Background: an optimization exercise with open tools, aiming at small area, a short achievable clock period and few clock cycles. Do not read the settings as production practice. Only simulation tests tie the RTL to the original design; equivalence was not proved. No activity file was given, so power comes from the tool's default toggle rates.

==> trial 80 <==
==> flow/design.v <==
`timescale 1ns / 1ps
`default_nettype none
package tcjq_pkg;
	localparam int QUEUE_DEPTH = 32;
	localparam int AW = $clog2(QUEUE_DEPTH);
	localparam int CW = $clog2(QUEUE_DEPTH + 1);
	localparam logic [2:0] CMD_ENQ    = 3'd0;
	localparam logic [2:0] CMD_DEQ    = 3'd1;
	localparam logic [2:0] CMD_PEEK   = 3'd2;
	localparam logic [2:0] CMD_SEARCH = 3'd3;
	localparam logic [2:0] CMD_CANCEL = 3'd4;
	localparam logic [2:0] ST_OK        = 3'd0;
	localparam logic [2:0] ST_BAD_ID    = 3'd1;
	localparam logic [2:0] ST_DUP       = 3'd2;
	localparam logic [2:0] ST_BAD_PAGES = 3'd3;
	localparam logic [2:0] ST_FULL      = 3'd4;
	localparam logic [2:0] ST_NONE      = 3'd5;
	typedef struct packed {
		logic [15:0] id;
		logic [15:0] pages;
	} entry_t;
	typedef struct packed {
		logic        we;
		logic [AW-1:0] waddr;
		entry_t      wdata;
		logic [AW-1:0] raddr;
	} mem_req_t;
endpackage
`default_nettype wire
`timescale 1ns / 1ps
`default_nettype none
module tcjq_store (
	input  wire                                  clk,
	input  wire                                  arst_n,
	input  wire  [15:0]                          nkey,   
	input  wire                                  nload,  
	input  wire                                  ins,    
	input  wire                                  ins_ok,  
	input  wire  [31:0]                          wdata,
	input  wire  [tcjq_pkg::QUEUE_DEPTH-1:0]     clr,    
	input  wire  [tcjq_pkg::QUEUE_DEPTH-1:0]     sel,    
	output logic [tcjq_pkg::QUEUE_DEPTH-1:0]     valid,
	output logic [tcjq_pkg::QUEUE_DEPTH-1:0]     hit,    
	output logic [tcjq_pkg::QUEUE_DEPTH-1:0]     head,   
	output logic [31:0]                          rdata   
);
	localparam int D = tcjq_pkg::QUEUE_DEPTH;
	logic [31:0] mem_q [0:D-1];
	logic [D-1:0] match_q;  
	logic [D-1:0] below;    
	logic [D-1:0] shift;    
	logic [D-1:0] above;    
	logic [D-1:0] eq;       
	logic         eq_w;     
	always_comb begin
		below[0] = 1'b1;
		for (int j = 1; j < D; j++) below[j] = below[j-1] & valid[j-1];
		for (int j = 0; j < D; j++) shift[j] = ins & below[j];
		above[D-1] = 1'b0;
		for (int j = D - 2; j >= 0; j--) above[j] = above[j+1] | valid[j+1];
		for (int j = 0; j < D; j++) begin
			eq[j] = mem_q[j][31:16] == nkey;
			hit[j] = valid[j] & match_q[j];
			head[j] = valid[j] & ~above[j];
		end
		eq_w = wdata[31:16] == nkey;
		rdata = '0;
		for (int j = 0; j < D; j++) rdata = rdata | (mem_q[j] & {32{sel[j]}});
	end
	always_ff @(posedge clk) begin
		if (shift[0]) mem_q[0] <= wdata;
		for (int j = 1; j < D; j++)
			if (shift[j]) mem_q[j] <= mem_q[j-1];
		if (nload) begin
			match_q[0] <= shift[0] ? eq_w : eq[0];
			for (int j = 1; j < D; j++) match_q[j] <= shift[j] ? eq[j-1] : eq[j];
		end
	end
	always_ff @(posedge clk or negedge arst_n) begin
		if (!arst_n) valid <= '0;
		else begin
			valid[0] <= shift[0] ? ins_ok : valid[0] & ~clr[0];
			for (int j = 1; j < D; j++) valid[j] <= (valid[j] | shift[j]) & ~clr[j];
		end
	end
endmodule
`default_nettype wire
`timescale 1ns / 1ps
`default_nettype none
module two_class_job_queue_top (
	input  wire         clk,
	input  wire         arst_n,
	input  wire         s_tvalid,
	output logic        s_tready,
	input  wire  [39:0] s_tdata,
	output logic        m_tvalid,
	input  wire         m_tready,
	output logic [71:0] m_tdata
);
	localparam int D  = tcjq_pkg::QUEUE_DEPTH;
	localparam int CW = tcjq_pkg::CW;
	logic        c_v;
	logic [35:0] c_q;
	logic [2:0]  cmd_q;
	logic [15:0] id_q, pages_q;
	logic        cls_q;
	assign {cls_q, pages_q, id_q, cmd_q} = c_q;
	logic          p_v;
	logic [D-1:0]  psel_q, nsel_q;      
	logic          e_enq_q, e_deq_q, e_head_q, e_find_q, e_cancel_q, e_cls_q;
	logic          e_badid_q, e_badpg_q, e_full_q;    
	logic          e_pf_q, e_nf_q, e_pany_q, e_nany_q;
	logic          o_v1;                
	logic [67:0]   r0_q, r1_q;
	logic [CW-1:0] pc_q, nc_q;
	logic [15:0]   done_q;
	logic room, go, push, pop, take;
	assign room = ~(m_tvalid & o_v1);   
	assign go   = c_v & (~p_v | room);
	assign push = p_v & room;
	assign pop  = m_tvalid & m_tready;
	assign take = s_tvalid & s_tready;
	logic c_v_n, p_v_n, o_v0_n, o_v1_n;
	always_comb begin
		c_v_n = take | (c_v & ~go);
		p_v_n = go | (p_v & ~push);
		o_v0_n = m_tvalid;
		o_v1_n = o_v1;
		if (pop) begin
			o_v0_n = o_v1 | push;
			o_v1_n = 1'b0;
		end else if (push) begin
			o_v0_n = 1'b1;
			o_v1_n = m_tvalid;
		end
	end
	logic [D-1:0] p_valid, n_valid, p_hit, n_hit, p_head, n_head, p_clr, n_clr;
	logic [31:0]  p_rd, n_rd;
	logic         p_ins, n_ins, ins_ok;
	tcjq_store u_pstore (.clk(clk), .arst_n(arst_n), .nkey(s_tdata[18:3]), .nload(take), .ins(p_ins), .ins_ok(ins_ok),
		.wdata({id_q, pages_q}), .clr(p_clr), .sel(psel_q),
		.valid(p_valid), .hit(p_hit), .head(p_head), .rdata(p_rd));
	tcjq_store u_nstore (.clk(clk), .arst_n(arst_n), .nkey(s_tdata[18:3]), .nload(take), .ins(n_ins), .ins_ok(ins_ok),
		.wdata({id_q, pages_q}), .clr(n_clr), .sel(nsel_q),
		.valid(n_valid), .hit(n_hit), .head(n_head), .rdata(n_rd));
	logic is_enq, is_deq, is_peek, is_find, is_cancel, is_head;
	logic p_any, n_any, p_full, n_full, p_found, n_found, id0, pg0;
	always_comb begin
		is_enq    = cmd_q == tcjq_pkg::CMD_ENQ;
		is_deq    = cmd_q == tcjq_pkg::CMD_DEQ;
		is_peek   = cmd_q == tcjq_pkg::CMD_PEEK;
		is_cancel = cmd_q == tcjq_pkg::CMD_CANCEL;
		is_find   = cmd_q == tcjq_pkg::CMD_SEARCH || is_cancel;
		is_head   = is_deq | is_peek;
		p_any   = |p_valid;
		n_any   = |n_valid;
		p_full  = &p_valid;
		n_full  = &n_valid;
		p_found = |p_hit;
		n_found = |n_hit;
		id0     = id_q == '0;
		pg0     = pages_q == '0;
		p_ins  = go & is_enq & cls_q & ~p_full;
		n_ins  = go & is_enq & ~cls_q & ~n_full;
		ins_ok = ~id0 & ~pg0 & ~p_found & ~n_found;
		p_clr = '0;
		n_clr = '0;
		if (go & is_cancel) begin
			p_clr = p_hit;
			n_clr = n_hit;
		end
		if (go & is_deq) begin
			p_clr = p_head;
			n_clr = p_any ? '0 : n_head;
		end
	end
	logic [2:0]    st;
	logic          rep, rcls, p_up, p_dn, n_up, n_dn, found;
	logic [CW-1:0] pc_n, nc_n;
	logic [15:0]   done_n;
	logic [67:0]   res;
	always_comb begin
		found = e_pf_q | e_nf_q;
		rep  = e_find_q ? found : (e_head_q & (e_pany_q | e_nany_q));
		rcls = e_find_q ? e_pf_q : (e_head_q & e_pany_q);
		st = tcjq_pkg::ST_OK;
		if (e_enq_q) begin
			if (e_badid_q) st = tcjq_pkg::ST_BAD_ID;
			else if (found) st = tcjq_pkg::ST_DUP;
			else if (e_badpg_q) st = tcjq_pkg::ST_BAD_PAGES;
			else if (e_full_q) st = tcjq_pkg::ST_FULL;
		end else if ((e_head_q | e_find_q) & ~rep) st = tcjq_pkg::ST_NONE;
		p_up = e_enq_q & e_cls_q & ~e_badid_q & ~found & ~e_badpg_q & ~e_full_q;
		n_up = e_enq_q & ~e_cls_q & ~e_badid_q & ~found & ~e_badpg_q & ~e_full_q;
		p_dn = (e_cancel_q & e_pf_q) | (e_deq_q & e_pany_q);
		n_dn = (e_cancel_q & e_nf_q) | (e_deq_q & ~e_pany_q & e_nany_q);
		pc_n = pc_q;
		nc_n = nc_q;
		if (p_up) pc_n = pc_q + 1'b1;
		if (p_dn) pc_n = pc_q - 1'b1;
		if (n_up) nc_n = nc_q + 1'b1;
		if (n_dn) nc_n = nc_q - 1'b1;
		done_n = (e_deq_q && (e_pany_q || e_nany_q) && done_q != 16'hFFFF) ?
			done_q + 1'b1 : done_q;
		res = {done_n, 8'(nc_n), 8'(pc_n), rcls, p_rd[15:0] | n_rd[15:0],
			p_rd[31:16] | n_rd[31:16], st};
	end
	always_ff @(posedge clk or negedge arst_n) begin
		if (!arst_n) begin
			c_v <= 1'b0;
			s_tready <= 1'b0;
			p_v <= 1'b0;
			pc_q <= '0;
			nc_q <= '0;
			done_q <= '0;
			m_tvalid <= 1'b0;
			o_v1 <= 1'b0;
		end else begin
			c_v <= c_v_n;
			p_v <= p_v_n;
			m_tvalid <= o_v0_n;
			o_v1 <= o_v1_n;
			s_tready <= ~c_v_n | ~p_v_n | ~(o_v0_n & o_v1_n);
			if (push) begin
				pc_q <= pc_n;
				nc_q <= nc_n;
				done_q <= done_n;
			end
		end
	end
	always_ff @(posedge clk) begin
		if (take) c_q <= s_tdata[35:0];
		if (go) begin
			psel_q <= is_find ? p_hit : (is_head ? p_head : '0);
			nsel_q <= is_find ? n_hit : (is_head & ~p_any ? n_head : '0);
			e_enq_q <= is_enq;
			e_deq_q <= is_deq;
			e_head_q <= is_head;
			e_find_q <= is_find;
			e_cancel_q <= is_cancel;
			e_cls_q <= cls_q;
			e_badid_q <= id0;
			e_badpg_q <= pg0;
			e_full_q <= cls_q ? p_full : n_full;
			e_pf_q <= p_found;
			e_nf_q <= n_found;
			e_pany_q <= p_any;
			e_nany_q <= n_any;
		end
		if (pop | ~m_tvalid) r0_q <= o_v1 ? r1_q : res;
		if (push & m_tvalid & ~pop) r1_q <= res;
	end
	assign m_tdata = {4'd0, r0_q};
endmodule
`default_nettype wire
==> flow/run.sh <==
#!/bin/bash
# synth_recipe.tcl (not shown) runs the flow's synth.tcl, then flattens the netlist and writes it again
# the make line also repeats each setting of config.mk as NAME=value (left out here)
make -C /OpenROAD-flow-scripts/flow DESIGN_CONFIG=/design/flow/config.mk WORK_HOME=/design/flow/orfs CLKGATE_MAP_FILE= SYNTH_SCRIPT=/design/flow/synth_recipe.tcl finish
==> flow/config.mk <==
export PLATFORM = sky130hd
export DESIGN_NAME = two_class_job_queue_top
export DESIGN_NICKNAME = two_class_job_queue_top
export VERILOG_FILES = /design/flow/design.v
export SDC_FILE = /design/flow/constraint.sdc
export NUM_CORES = 4
export LEC_CHECK = 0
export CAP_MARGIN = 20
export CORE_MARGIN = 2
export CORE_UTILIZATION = 30
export CTS_CLUSTER_DIAMETER = 100
export CTS_CLUSTER_SIZE = 20
export PLACE_DENSITY = 0.4
export SETUP_SLACK_MARGIN = 4.8
export SLEW_MARGIN = 20
export TNS_END_PERCENT = 0
==> flow/constraint.sdc <==
create_clock -name core_clock -period 8.0 [get_ports {clk}]
set_input_delay 1.6000 -clock core_clock [delete_from_list [all_inputs] [get_ports {clk}]]
set_output_delay 1.6000 -clock core_clock [all_outputs]
set_load 0.01 [all_outputs]
==> inputs of trial 15, as changes to trial 80 <==
--- a/flow/design.v
+++ b/flow/design.v
@@ -33,6 +33,5 @@
 	input  wire                                  clk,
 	input  wire                                  arst_n,
-	input  wire  [15:0]                          nkey,   
-	input  wire                                  nload,  
+	input  wire  [15:0]                          key,    
 	input  wire                                  ins,    
 	input  wire                                  ins_ok,  
@@ -47,10 +46,7 @@
 	localparam int D = tcjq_pkg::QUEUE_DEPTH;
 	logic [31:0] mem_q [0:D-1];
-	logic [D-1:0] match_q;  
 	logic [D-1:0] below;    
 	logic [D-1:0] shift;    
 	logic [D-1:0] above;    
-	logic [D-1:0] eq;       
-	logic         eq_w;     
 	always_comb begin
 		below[0] = 1'b1;
@@ -60,9 +56,7 @@
 		for (int j = D - 2; j >= 0; j--) above[j] = above[j+1] | valid[j+1];
 		for (int j = 0; j < D; j++) begin
-			eq[j] = mem_q[j][31:16] == nkey;
-			hit[j] = valid[j] & match_q[j];
+			hit[j] = valid[j] && mem_q[j][31:16] == key;
 			head[j] = valid[j] & ~above[j];
 		end
-		eq_w = wdata[31:16] == nkey;
 		rdata = '0;
 		for (int j = 0; j < D; j++) rdata = rdata | (mem_q[j] & {32{sel[j]}});
@@ -72,8 +66,4 @@
 		for (int j = 1; j < D; j++)
 			if (shift[j]) mem_q[j] <= mem_q[j-1];
-		if (nload) begin
-			match_q[0] <= shift[0] ? eq_w : eq[0];
-			for (int j = 1; j < D; j++) match_q[j] <= shift[j] ? eq[j-1] : eq[j];
-		end
 	end
 	always_ff @(posedge clk or negedge arst_n) begin
@@ -138,8 +128,8 @@
 	logic [31:0]  p_rd, n_rd;
 	logic         p_ins, n_ins, ins_ok;
-	tcjq_store u_pstore (.clk(clk), .arst_n(arst_n), .nkey(s_tdata[18:3]), .nload(take), .ins(p_ins), .ins_ok(ins_ok),
+	tcjq_store u_pstore (.clk(clk), .arst_n(arst_n), .key(id_q), .ins(p_ins), .ins_ok(ins_ok),
 		.wdata({id_q, pages_q}), .clr(p_clr), .sel(psel_q),
 		.valid(p_valid), .hit(p_hit), .head(p_head), .rdata(p_rd));
-	tcjq_store u_nstore (.clk(clk), .arst_n(arst_n), .nkey(s_tdata[18:3]), .nload(take), .ins(n_ins), .ins_ok(ins_ok),
+	tcjq_store u_nstore (.clk(clk), .arst_n(arst_n), .key(id_q), .ins(n_ins), .ins_ok(ins_ok),
 		.wdata({id_q, pages_q}), .clr(n_clr), .sel(nsel_q),
 		.valid(n_valid), .hit(n_hit), .head(n_head), .rdata(n_rd));
CTS_CLUSTER_DIAMETER = default   (was 100)
CTS_CLUSTER_SIZE = default   (was 20)
==> comparison <==
Against trial 80, the sequential power of trial 15 is lower by about 3%.
Non-clock buffer count: trial 15 is higher than trial 80 (79).
In trial 80 the cell count is higher than in trial 15, by about 0.34%.
In trial 15 the flip-flop and latch count is lower than in trial 80, by 64.
Between trial 15 and trial 80, the lower first-iteration DRC count is in trial 80 (gap about 2.7%, measured against trial 80).
Against trial 15, the routed wire length of trial 80 is smaller by 4.1%.
Core utilization: trial 15 is higher than trial 80 (2.3 points).
Testbench counts of trial 80, summed over its fixed seeds: cycles 16,024.
Testbench counts of trial 15, summed over its fixed seeds: cycles 16,024.

## static timing again, ports no longer ideal
Ports are ideal in the flow. The routed layouts listed here were re-timed in OpenROAD. Step 1 assumes that a clkbuf_16 drives the clock port and a buf_2 every other input. Step 2, shift: input delay + t, output delay - t, t = (earliest + latest rising clock arrival at the registers) / 2. This alone moves slack from input paths to output paths. Slacks: no drivers / after step 1 / after step 2; pairs: no drivers / after step 1.
run | t (ns) | setup slack, ns | hold slack, ns | worst data-port slew with drivers (ns)
trial 80 | 0.987 | 4.378 / 4.378 / 3.391 | 0.436 / 0.436 / 0.436 | 0.20
trial 15 | 1.072 | 4.129 / 4.129 / 3.881 | 0.445 / 0.445 / 0.445 | 0.05
After both steps every run listed still meets setup and hold. The setup slack of trial 80, which loses most, moves by 0.000 ns with the drivers and by -0.987 ns with both steps.
